Context: an optimization exercise on an open-source flow, tuned for small area, a short achievable clock period and few clock cycles. The choices shown serve that exercise and are no tape-out recipe. In this exercise RTL edits were held to simulation tests only and were not proved equivalent to the original.

Design bignum_top, start of the top module:
module bignum_top
(
    input  logic              i_clk,
    input  logic              i_rst_n,
    input  logic              i_req_valid,
    output logic              o_req_ready,
    input  logic [1:0]        i_req_op,
    input  logic [19:0]       i_req_a_addr,
    input  logic [19:0]       i_req_b_addr,
    input  logic [19:0]       i_req_dst_addr,
    input  logic [7:0]        i_req_a_len,
    input  logic [7:0]        i_req_b_len,
    output logic              o_rsp_valid,
    input  logic              i_rsp_ready,
    output logic [7:0]        o_rsp_len,
    output logic [19:0]       o_mem_addr,
    output logic              o_mem_we,
    output logic [15:0]       o_mem_wdata,
    input  logic [15:0]       i_mem_rdata
);
Size in the first run: about 3200 cells after synthesis, roughly 150 I/O pins.
export LEC_CHECK = 0
export ABC_AREA = 1
export ABC_CLOCK_PERIOD_IN_PS = 3000
export CAP_MARGIN = 20
export CORE_MARGIN = 5
export CORE_UTILIZATION = 40
export SETUP_SLACK_MARGIN = 5
export SLEW_MARGIN = 20
create_clock -name core_clock -period 9.0 [get_ports {i_clk}]
standard.sh (not shown) runs the stock make flow with config.mk's settings and CLKGATE_MAP_FILE= SYNTH_SCRIPT=/design/flow/synth_recipe.tcl, a recipe that flattens the netlist after the stock synthesis.
==> flow/flow/run.sh <==
#!/bin/bash
# The standard layout flow (the standard.sh: the standard synthesis, then
# ORFS to the final layout with the same SDC and clock period), except that
# every input and output port gets a sky130_fd_sc_hd__buf_1 as its port
# buffer instead of the cell buffer_ports picks by default. Each tool's full
# output goes to its ORFS log under orfs/logs; make's output to standard.log.
set -euo pipefail
bash standard.sh "BUFFER_PORTS_ARGS=-buffer_cell sky130_fd_sc_hd__buf_1" SETUP_SLACK_MARGIN=6.2 finish > standard.log 2>&1
Testbench counts at the start, summed over its fixed seeds: cycles 11,716.
Change:
--- a/flow/flow/run.sh
+++ b/flow/flow/run.sh
@@ -6,3 +6,3 @@
 # output goes to its ORFS log under orfs/logs; make's output to standard.log.
 set -euo pipefail
-bash standard.sh "BUFFER_PORTS_ARGS=-buffer_cell sky130_fd_sc_hd__buf_1" SETUP_SLACK_MARGIN=6.2 finish > standard.log 2>&1
+bash standard.sh "BUFFER_PORTS_ARGS=-buffer_cell sky130_fd_sc_hd__buf_1" SETUP_SLACK_MARGIN=5.8 finish > standard.log 2>&1
After rerunning: Global-route usage came out lower by 1.0 points; clock-buffer cell count came out higher by 3; final cell count came out lower by 2.4%; wire length came out lower by 5.8%; setup slack improves by 0.020 ns; synthesized area is unchanged; non-clock buffer count came out lower by 103.
Change:
--- a/flow/flow/run.sh
+++ b/flow/flow/run.sh
@@ -6,3 +6,3 @@
 # output goes to its ORFS log under orfs/logs; make's output to standard.log.
 set -euo pipefail
-bash standard.sh "BUFFER_PORTS_ARGS=-buffer_cell sky130_fd_sc_hd__buf_1" SETUP_SLACK_MARGIN=5.8 finish > standard.log 2>&1
+bash standard.sh "BUFFER_PORTS_ARGS=-buffer_cell sky130_fd_sc_hd__buf_1" finish > standard.log 2>&1
Result: Wire length fell by 6.8%; synthesized area stays the same; synthesized cell count stays the same; register-to-register slack degrades by 0.18 ns; via count fell by 5.5%; final cell count fell by 2.7%.
Change:
--- a/flow/flow/run.sh
+++ b/flow/flow/run.sh
@@ -6,3 +6,3 @@
 # output goes to its ORFS log under orfs/logs; make's output to standard.log.
 set -euo pipefail
-bash standard.sh "BUFFER_PORTS_ARGS=-buffer_cell sky130_fd_sc_hd__buf_1" finish > standard.log 2>&1
+bash standard.sh "BUFFER_PORTS_ARGS=-buffer_cell sky130_fd_sc_hd__buf_1" SETUP_SLACK_MARGIN=5.4 finish > standard.log 2>&1
=> The new run ran to the end with no violations. Non-clock buffer count rises by 14. Routed wire length rose by 0.51%. Via count is about the same. Setup slack improves by 0.19 ns. Flip-flop and latch count stays the same.


bignum_top, a different RTL version from the one above (not shown whole).
Size: roughly 3,300 cells after synthesis, ~430 flip-flops, roughly 150 I/O pins, ~27,000 um2 of cells after synthesis.
Design bignum_top, start of the top module:
module bignum_top
(
    input  logic              i_clk,
    input  logic              i_rst_n,
    input  logic              i_req_valid,
    output logic              o_req_ready,
    input  logic [1:0]        i_req_op,
    input  logic [19:0]       i_req_a_addr,
    input  logic [19:0]       i_req_b_addr,
    input  logic [19:0]       i_req_dst_addr,
    input  logic [7:0]        i_req_a_len,
    input  logic [7:0]        i_req_b_len,
    output logic              o_rsp_valid,
    input  logic              i_rsp_ready,
    output logic [7:0]        o_rsp_len,
    output logic [19:0]       o_mem_addr,
    output logic              o_mem_we,
    output logic [15:0]       o_mem_wdata,
    input  logic [15:0]       i_mem_rdata
);
clock: 9.0 ns
lec_check: 0
abc_area: 1
abc_clock_period_in_ps: 3000
cap_margin: 20
core_margin: 5
core_utilization: 40
setup_slack_margin: 5
slew_margin: 20
==> flow/flow/run.sh <==
#!/bin/bash
# The standard layout flow (the standard.sh: the standard synthesis, then
# ORFS to the final layout with the same SDC and clock period), except that
# every input and output port gets a sky130_fd_sc_hd__buf_1 as its port
# buffer instead of the cell buffer_ports picks by default. Each tool's full
# output goes to its ORFS log under orfs/logs; make's output to standard.log.
set -euo pipefail
bash standard.sh "BUFFER_PORTS_ARGS=-buffer_cell sky130_fd_sc_hd__buf_1" SETUP_SLACK_MARGIN=6.0 finish > standard.log 2>&1
The baseline finished clean.
Testbench counts at the start, summed over its fixed seeds: cycles 11,716.
Change:
--- a/flow/flow/run.sh
+++ b/flow/flow/run.sh
@@ -8 +8 @@
-bash standard.sh "BUFFER_PORTS_ARGS=-buffer_cell sky130_fd_sc_hd__buf_1" SETUP_SLACK_MARGIN=6.0 finish > standard.log 2>&1
+bash standard.sh "BUFFER_PORTS_ARGS=-buffer_cell sky130_fd_sc_hd__buf_1" SETUP_SLACK_MARGIN=5.7 finish > standard.log 2>&1
Outcome:
- final area went down by 7.7%
- fmax went up by about 0.8%
- clock-buffer cell count went up by 10
- clock skew went up by 0.0041 ns
- die area is unchanged
- sequential cell count does not change
- wire length went down by 5.1%
Change:
==> flow/flow/run.sh (replaced) <==
#!/bin/bash
# The standard layout flow (the standard.sh: the standard synthesis, then
# ORFS to the final layout with the same SDC and clock period) with two
# changes to how the layout is made:
#  - every input and output port still gets a buffer, but a
#    sky130_fd_sc_hd__buf_1 instead of the cell buffer_ports picks by default;
set -euo pipefail
bash standard.sh "BUFFER_PORTS_ARGS=-buffer_cell sky130_fd_sc_hd__buf_1" SETUP_SLACK_MARGIN=5.85 finish > standard.log 2>&1
The new run completed with no timing, DRC or antenna violations.
Synthesized area is unchanged.
Global-route usage came out higher by 0.77 points.
Cell area came out higher by 4.2%.
Hold slack is about the same.
Non-clock buffer count came out higher by 29.
Routed wire length came out higher by 4.9%.
Fmax came out higher by 0.67%.
Die area is unchanged.
Setup slack gets better by 0.022 ns.
First-iteration DRC count came out higher by 5.8%.
Change:
==> flow/flow/run.sh (replaced) <==
#!/bin/bash
# The standard layout flow (the standard.sh: the standard synthesis, then
# ORFS to the final layout with the same SDC and clock period), except that
# every input and output port gets a sky130_fd_sc_hd__buf_1 as its port
# buffer instead of the cell buffer_ports picks by default. Each tool's full
# output goes to its ORFS log under orfs/logs; make's output to standard.log.
set -euo pipefail
bash standard.sh "BUFFER_PORTS_ARGS=-buffer_cell sky130_fd_sc_hd__buf_1" SETUP_SLACK_MARGIN=5.7 finish > standard.log 2>&1
CORE_UTILIZATION = 55   (was 40)
Global-route usage grows by 8.9 points.
Clock-buffer cell count came out lower by 3.
Sequential share of layout area goes up by 1.5 points.
Setup slack is worse by 0.010 ns.
Clock skew fell by 0.028 ns.
Design area came out lower by 4.5%.

## afterwards: timing with drivers on the ports
The flow's constraints put no driver on any port. The routed layouts listed below were extracted and timed again, unchanged, in two steps. Step 1, drivers: a clkbuf_16 drives i_clk and a buf_2 each remaining input, both assumed. Step 2, shift: input delay + t, output delay - t, t = (earliest + latest rising clock arrival at the registers) / 2. This alone moves slack from input paths to output paths. Three values: ideal, step 1, step 2; two values: the first two.
| run | t (ns) | slack for setup (ns) | worst data-port slew with drivers (ns) |
|---|---|---|---|
| the first run of note 1 | 0.655 | 5.327 / 5.327 / 5.327 | 0.08 |
| the second run of note 1 | 0.641 | 5.348 / 5.348 / 5.348 | 0.08 |
| the third run of note 1 | 0.658 | 5.165 / 5.165 / 5.165 | 0.08 |
| the fourth run of note 1 | 0.643 | 5.357 / 5.357 / 5.357 | 0.09 |
| the first run of note 2 | 0.674 | 5.695 / 5.695 / 5.501 | 0.11 |
| the second run of note 2 | 0.677 | 5.721 / 5.690 / 5.304 | 0.11 |
| the third run of note 2 | 0.663 | 5.743 / 5.743 / 5.448 | 0.10 |
| the fourth run of note 2 | 0.661 | 5.733 / 5.733 / 5.264 | 0.11 |
After both steps every run listed still meets setup and hold. The setup slack of the fourth run of note 2, which loses most, moves by 0.000 ns with the drivers and by -0.469 ns with both steps.
